Background: an optimization exercise with open tools, aiming at small area and a short achievable clock period. Do not read the settings as production practice. Function was checked by simulation only, so behaviour that the tests miss may differ from the original. Power figures rest on the tool's default switching activity, not on a simulated workload.

==> flow/design.v <==
module lc3_dmem_bit (
   input  logic q,
   input  logic keep,
   input  logic din,
   input  logic we,
   output logic d
);
   assign d = (q & keep) | (din & we);
endmodule
module lc3_dmem_rd3 (
   input  logic s0, b0,
   input  logic s1, b1,
   input  logic s2, b2,
   output logic y_n
);
   assign y_n = !((s0 & b0) | (s1 & b1) | (s2 & b2));
endmodule
module lc3_dmem_responder #(
   parameter int unsigned ADDR_W      = 8,
   parameter int unsigned DATA_W      = 16,
   parameter int unsigned WAIT_CYCLES = 1
) (
   input  logic              clock,
   input  logic              reset,
   input  logic              Data_req,
   input  logic              Data_rd,
   input  logic [15:0]       Data_addr,
   input  logic [DATA_W-1:0] Data_din,
   output logic [DATA_W-1:0] Data_dout,
   output logic              complete_data,
   output logic              busy,
   output logic              access_err
);
   localparam int unsigned DEPTH = 2 ** ADDR_W;    
   localparam int unsigned NQ    = 16;             
   localparam int unsigned QW    = DEPTH / NQ;     
   localparam int unsigned NG    = QW / 3;         
   logic              s1_q, s2_q, busy_q, comp_q, err_q;
   logic              accept_c;
   logic              rd1_q, ok1_q, rd2_q, ok2_q;
   logic [DEPTH-1:0]  sel_q;
   logic [DATA_W-1:0] din_q;
   logic              wr_c, hold_c;
   logic [DATA_W-1:0] dout_q;
   logic [DATA_W-1:0] part_q [NQ];
   logic [DATA_W-1:0] part_c [NQ];
   logic [DATA_W-1:0] rdata_c;
   logic [DATA_W-1:0] word_q [DEPTH];
   assign accept_c = reset && Data_req && !busy_q;
   always_ff @(posedge clock) begin
      s1_q   <= accept_c;
      s2_q   <= reset && s1_q;
      busy_q <= accept_c || (reset && s1_q);
      comp_q <= reset && s2_q;
      err_q  <= reset && s2_q && !ok2_q;
   end
   always_ff @(posedge clock) begin
      rd1_q <= Data_rd;
      ok1_q <= (Data_addr[15:8] == 8'h00);
      din_q <= Data_din;
      for (int w = 0; w < DEPTH; w++) begin
         sel_q[w] <= (Data_addr[7:0] == 8'(w));
      end
      rd2_q <= rd1_q;
      ok2_q <= ok1_q;
   end
   assign wr_c   = reset && s1_q && !rd1_q && ok1_q;
   assign hold_c = !reset || !s1_q || rd1_q || !ok1_q;
   for (genvar w = 0; w < DEPTH; w++) begin : g_word
      logic              we_c, keep_c;
      logic [DATA_W-1:0] d_c;
      assign we_c   = wr_c && sel_q[w];
      assign keep_c = hold_c || !sel_q[w];
      for (genvar b = 0; b < DATA_W; b++) begin : g_bit
         lc3_dmem_bit u_bit (
            .q(word_q[w][b]), .keep(keep_c), .din(din_q[b]), .we(we_c),
            .d(d_c[b])
         );
      end
      always_ff @(posedge clock) begin
         word_q[w] <= d_c;
      end
   end
   for (genvar q = 0; q < NQ; q++) begin : g_part
      for (genvar b = 0; b < DATA_W; b++) begin : g_bit
         logic [NG-1:0] grp_n;
         for (genvar g = 0; g < NG; g++) begin : g_grp
            localparam int unsigned W = q * QW + 3 * g;
            lc3_dmem_rd3 u_rd (
               .s0(sel_q[W]),     .b0(word_q[W][b]),
               .s1(sel_q[W + 1]), .b1(word_q[W + 1][b]),
               .s2(sel_q[W + 2]), .b2(word_q[W + 2][b]),
               .y_n(grp_n[g])
            );
         end
         assign part_c[q][b] = !(&grp_n) ||
                               (sel_q[q * QW + QW - 1] && word_q[q * QW + QW - 1][b]);
      end
   end
   always_ff @(posedge clock) begin
      for (int q = 0; q < NQ; q++) begin
         part_q[q] <= part_c[q];
      end
   end
   always_comb begin
      rdata_c = '0;
      for (int q = 0; q < NQ; q++) begin
         rdata_c = rdata_c | part_q[q];
      end
   end
   always_ff @(posedge clock) begin
      if (!reset) begin
         dout_q <= '0;
      end else if (s2_q && rd2_q) begin
         dout_q <= ok2_q ? rdata_c : '0;
      end
   end
   assign Data_dout     = dout_q;
   assign complete_data = comp_q;
   assign busy          = busy_q;
   assign access_err    = err_q;
endmodule
Settings: LEC_CHECK=0, CAP_MARGIN=35, CORE_MARGIN=2, CORE_UTILIZATION=60, SETUP_SLACK_MARGIN=3.2, SLEW_MARGIN=35, SYNTH_HIERARCHICAL=1, SYNTH_MINIMUM_KEEP_SIZE=0; clock period 5.5 ns.
standard.sh (not shown) runs the stock make flow with config.mk's settings and CLKGATE_MAP_FILE= SYNTH_SCRIPT=/design/flow/synth_recipe.tcl, a recipe that flattens the netlist after the stock synthesis.
==> flow/flow/run.sh <==
#!/bin/bash
# Standard layout, with the clock tree built from larger sink clusters and
# without dummy loads on the leaf buffers, and port buffers of the buf family
# (so that repair can size them).
set -e
export CTS_ARGS="-sink_clustering_enable -repair_clock_nets -sink_clustering_size 30 -sink_clustering_max_diameter 60 -dont_use_dummy_load"
export BUFFER_PORTS_ARGS="-buffer_cell sky130_fd_sc_hd__buf_4"
bash standard.sh > standard.log 2>&1
Change:
Settings changed: CORE_UTILIZATION 60 to 70, SETUP_SLACK_MARGIN 3.2 to 3.0.
What happened: Setup slack loses 54 ps; clock-buffer cell count went down by 16; power falls slightly; global-route usage climbs by 5.4 points; synthesized cell count stays the same; routed wire length drops by a few percent; area after synthesis stays the same; via count rises slightly; hold slack is better by 33 ps; non-clock buffer count increases by 21; sequential power barely changes.

---

Setup of the baseline:
Starts from the design.v that is shown in full above.
==> flow/config.mk <==
export PLATFORM = sky130hd
export DESIGN_NAME = lc3_dmem_responder
export DESIGN_NICKNAME = lc3_dmem_responder
export VERILOG_FILES = /design/flow/design.v
export SDC_FILE = /design/flow/constraint.sdc
export NUM_CORES = 4
export LEC_CHECK = 0
export CAP_MARGIN = 35
export CORE_MARGIN = 2
export CORE_UTILIZATION = 60
export SETUP_SLACK_MARGIN = 3.0
export SLEW_MARGIN = 35
export SYNTH_HIERARCHICAL = 1
export SYNTH_MINIMUM_KEEP_SIZE = 0
==> flow/constraint.sdc <==
create_clock -name core_clock -period 5.5 [get_ports {clock}]
set_input_delay 1.1000 -clock core_clock [delete_from_list [all_inputs] [get_ports {clock}]]
set_output_delay 1.1000 -clock core_clock [all_outputs]
set_load 0.01 [all_outputs]
Scripts as last shown in full above: flow/flow/run.sh
#### Input delta (the candidate over the baseline)
Settings: changing SETUP_SLACK_MARGIN from 3.0 to 3.1.
==> notes.md <==
Met3 usage (higher): the baseline
Clock-cell share of area across the candidate and the baseline: no real change.
The candidate vs the baseline: area of combinational cells with multiple inputs up in the candidate
Routed metal-1 wirelength ends up higher on the baseline.
The candidate vs the baseline, clock network fraction of total power went up by 0.3 points.
Changes observed in the candidate relative to the baseline: final RePlAce weighted congestion lost about 5.6%, synthesized cell count neither gained nor lost much, largest fanout of any net on the critical path lost 16.

---

## pepper
Another version of the RTL of lc3_dmem_responder (not shown whole).
Size: about 12,000 cells after synthesis, roughly 4,500 flip-flops, about 150,000 µm² of cells after synthesis.
Settings: LEC_CHECK=0, CAP_MARGIN=20, CORE_MARGIN=2, CORE_UTILIZATION=40, CTS_CLUSTER_DIAMETER=60, CTS_CLUSTER_SIZE=30, SETUP_SLACK_MARGIN=3.0, SLEW_MARGIN=20, SYNTH_HIERARCHICAL=1, SYNTH_MINIMUM_KEEP_SIZE=0; clock period 5.5 ns.
run.sh (not shown) runs the stock make flow with config.mk's settings and CLKGATE_MAP_FILE= SYNTH_SCRIPT=/design/flow/synth_recipe.tcl, a recipe that flattens the netlist after the stock synthesis.
Stock flow here: none of the scripts above is used.
For quartz, these inputs were changed with respect to pepper:
Settings: a change of CORE_UTILIZATION from 40 to 60; a deleted CTS_CLUSTER_SIZE that had been 30; a deleted CTS_CLUSTER_DIAMETER that had been 60.
==> flow/flow/run.sh (new file) <==
#!/bin/bash
# Standard layout, with the clock tree built from larger sink clusters and
# without dummy loads on the leaf buffers, and port buffers of the buf family
# (so that repair can size them).
set -e
export CTS_ARGS="-sink_clustering_enable -repair_clock_nets -sink_clustering_size 30 -sink_clustering_max_diameter 60 -dont_use_dummy_load"
export BUFFER_PORTS_ARGS="-buffer_cell sky130_fd_sc_hd__buf_4"
bash standard.sh > standard.log 2>&1
==> flow/standard.sh (new file) <==
#!/bin/bash
# synth_recipe.tcl (not shown) runs the flow's synth.tcl, then flattens the netlist and writes it again
# the make line also repeats each setting of config.mk as NAME=value (left out here)
make -C /OpenROAD-flow-scripts/flow DESIGN_CONFIG=/design/flow/config.mk WORK_HOME=/design/flow/orfs CLKGATE_MAP_FILE= SYNTH_SCRIPT=/design/flow/synth_recipe.tcl "${@:-finish}"
removed: flow/run.sh
### Flow results
- quartz: no failed stages, no open violations at the end
- [diff] leakage power total, quartz relative to pepper: improvement
- Diff pepper -> quartz | cell internal power dissipation | down by more than 10%
- Summary — actual transition at the worst max-transition pin, quartz relative to pepper: lower, by 0.031 ns.
Inputs modified between quartz and umber:
Settings: CORE_UTILIZATION changed from 60 to 40.
==> flow/flow/run.sh <==
#!/bin/bash
# Standard layout, with the clock tree built from larger sink clusters and
# without dummy loads on the leaf buffers.
set -e
export CTS_ARGS="-sink_clustering_enable -repair_clock_nets -sink_clustering_size 30 -sink_clustering_max_diameter 60 -dont_use_dummy_load"
bash standard.sh > standard.log 2>&1
==> comparison <==
Of umber and quartz, umber shows the lower global-route usage, with quartz above it.
Relative to quartz, umber improves first-iteration DRC count.
Delay of the slowest critical-path stage, umber and quartz: larger value in quartz
umber has wire length above what quartz had.
Diff quartz -> umber: initial core utilization now sits lower; leakage power of the design now sits higher.

---

== job 3595 ==
Starting RTL as in the previous note.
==> flow/config.mk <==
export PLATFORM = sky130hd
export DESIGN_NAME = lc3_dmem_responder
export DESIGN_NICKNAME = lc3_dmem_responder
export VERILOG_FILES = /design/flow/design.v
export SDC_FILE = /design/flow/constraint.sdc
export NUM_CORES = 4
export LEC_CHECK = 0
export CAP_MARGIN = 20
export CORE_MARGIN = 2
export CORE_UTILIZATION = 40
export PLACE_DENSITY = 0.8
export SETUP_SLACK_MARGIN = 3.0
export SLEW_MARGIN = 20
export SYNTH_HIERARCHICAL = 1
export SYNTH_MINIMUM_KEEP_SIZE = 0
==> flow/constraint.sdc <==
create_clock -name core_clock -period 5.5 [get_ports {clock}]
set_input_delay 1.1000 -clock core_clock [delete_from_list [all_inputs] [get_ports {clock}]]
set_output_delay 1.1000 -clock core_clock [all_outputs]
set_load 0.01 [all_outputs]
standard.sh (not shown) runs the stock make flow with config.mk's settings and CLKGATE_MAP_FILE= SYNTH_SCRIPT=/design/flow/synth_recipe.tcl, a recipe that flattens the netlist after the stock synthesis.
==> flow/flow/run.sh <==
#!/bin/bash
# Standard layout, with the clock tree built from larger sink clusters and
# without dummy loads on the leaf buffers.
set -e
export CTS_ARGS="-sink_clustering_enable -repair_clock_nets -sink_clustering_size 30 -sink_clustering_max_diameter 60 -dont_use_dummy_load"
bash standard.sh > standard.log 2>&1
Job 3595: all stages complete, timing, DRC and antenna checks passed
--- input diff job 3595..job 9789 ---
- a change of CORE_UTILIZATION from 40 to 60
- a deleted PLACE_DENSITY that had been 0.8
--- outcome ---
Job 9789: all stages complete, timing, DRC and antenna checks passed
Re count of clock-buffer cells in the layout: job 9789 is 6.3% up on job 3595.
Looking at inserted tap cell count, job 9789 sits about 33% lower than job 3595 does.
NOTE non-clock buffer total of the final layout job 3595->job 9789 increased by more than 10%
The proportion of total power due to net switching of job 3595 and that of job 9789 are within noise of each other.

---

Another version of the RTL of lc3_dmem_responder (not shown whole).
Size in the first run: about 4200 flip-flops, roughly 150000 µm² of cells after synthesis.
make LEC_CHECK=0 CAP_MARGIN=20 CORE_MARGIN=2 CORE_UTILIZATION=40 CTS_CLUSTER_DIAMETER=60 CTS_CLUSTER_SIZE=30 SETUP_SLACK_MARGIN=3.0 SLEW_MARGIN=20 finish   # period 5.5 ns
run.sh (not shown) runs the stock make flow with config.mk's settings and CLKGATE_MAP_FILE= SYNTH_SCRIPT=/design/flow/synth_recipe.tcl, a recipe that flattens the netlist after the stock synthesis.
Stock flow here: none of the scripts above is used.
The baseline finished with timing, DRC and antenna clean.
Next try:
--- a/flow/config.mk
+++ b/flow/config.mk
@@ -9,6 +9,3 @@
 export CORE_MARGIN = 2
 export CORE_UTILIZATION = 40
-export CTS_CLUSTER_DIAMETER = 60
-export CTS_CLUSTER_SIZE = 30
-export SETUP_SLACK_MARGIN = 3.0
 export SLEW_MARGIN = 20
Die area stays the same.
Utilization goes down by 0.20 points.
First-iteration DRC count goes down by roughly a tenth.
Routed wire length goes down by a little under a tenth.
Via count goes down by a few percent.
Worst setup slack gets worse by 0.94 ns.
Global-route usage goes down by 1.2 points.
Maximum frequency goes down by a quarter to a third.
Power goes up by a little under a tenth.
Next try:
--- a/flow/config.mk
+++ b/flow/config.mk
@@ -9,3 +9,4 @@
 export CORE_MARGIN = 2
 export CORE_UTILIZATION = 40
+export SETUP_SLACK_MARGIN = 3.0
 export SLEW_MARGIN = 20
Result:
- wire length climbs by 9.3%
- global-route usage climbs by 1.3 points
- worst setup slack is better by 0.98 ns
- non-clock buffer count climbs by 179
- area after synthesis is unchanged
- clock power is about the same
- via count climbs by 3.5%
- critical path depth climbs by 2
- power climbs by 1.5%
- count of clock-buffer cells in the layout does not change
Next try:
--- a/flow/config.mk
+++ b/flow/config.mk
@@ -8,5 +8,5 @@
 export CAP_MARGIN = 20
 export CORE_MARGIN = 2
-export CORE_UTILIZATION = 40
+export CORE_UTILIZATION = 65
 export SETUP_SLACK_MARGIN = 3.0
 export SLEW_MARGIN = 20
Sequential power hardly moves.
Setup slack got worse by 0.25 ns.
Clock power went down by about 5%.
Utilization rises by 29 points.

-- what the ideal ports hide --
Ports are ideal in the flow. The routed layouts listed here were re-timed in OpenROAD.
Step 1 assumes that a clkbuf_16 drives the clock port and a buf_2 every other input.
Step 2, shift: input delay + t, output delay - t, t = (earliest + latest rising clock arrival at the registers) / 2. This alone moves slack from input paths to output paths.
a / b / c = no drivers / after step 1 / after step 2; a / b = the first two.
| run | t, ns | setup slack, ns | worst setup path after step 2 | clock arrival spread, ns |
|---|---|---|---|---|
| the first run of note 1 | 0.986 | 3.030 / 2.946 / 2.143 | input to register | 0.097 / 0.096 |
| the second run of note 1 | 0.970 | 2.977 / 2.894 / 2.167 | input to register | 0.069 / 0.069 |
| the baseline | 0.988 | 2.966 / 2.930 / 2.047 | input to register | 0.092 / 0.092 |
| the candidate | 0.987 | 3.013 / 2.929 / 2.164 | input to register | 0.112 / 0.112 |
| pepper | 1.050 | 2.847 / 2.790 / 1.836 | input to register | 0.077 / 0.076 |
| quartz | 0.997 | 2.811 / 2.811 / 2.042 | input to register | 0.095 / 0.094 |
| umber | 1.012 | 2.887 / 2.813 / 1.883 | input to register | 0.137 / 0.137 |
| job 3595 | 0.983 | 2.805 / 2.708 / 1.983 | input to register | 0.112 / 0.112 |
| job 9789 | 0.984 | 2.828 / 2.828 / 2.008 | input to register | 0.089 / 0.089 |
| the first run of note 5 | 1.028 | 2.752 / 2.752 / 2.343 | input to register | 0.057 / 0.057 |
| the second run of note 5 | 1.060 | 1.816 / 1.816 / 1.816 | register to register | 0.078 / 0.078 |
| the third run of note 5 | 1.066 | 2.792 / 2.787 / 2.401 | input to register | 0.066 / 0.065 |
| the fourth run of note 5 | 1.081 | 2.541 / 2.541 / 2.541 | register to register | 0.042 / 0.042 |
After both steps setup and hold are still met in every run listed. The setup slack of pepper, which loses most, moves by -0.057 ns with the drivers and by -1.011 ns with both steps.
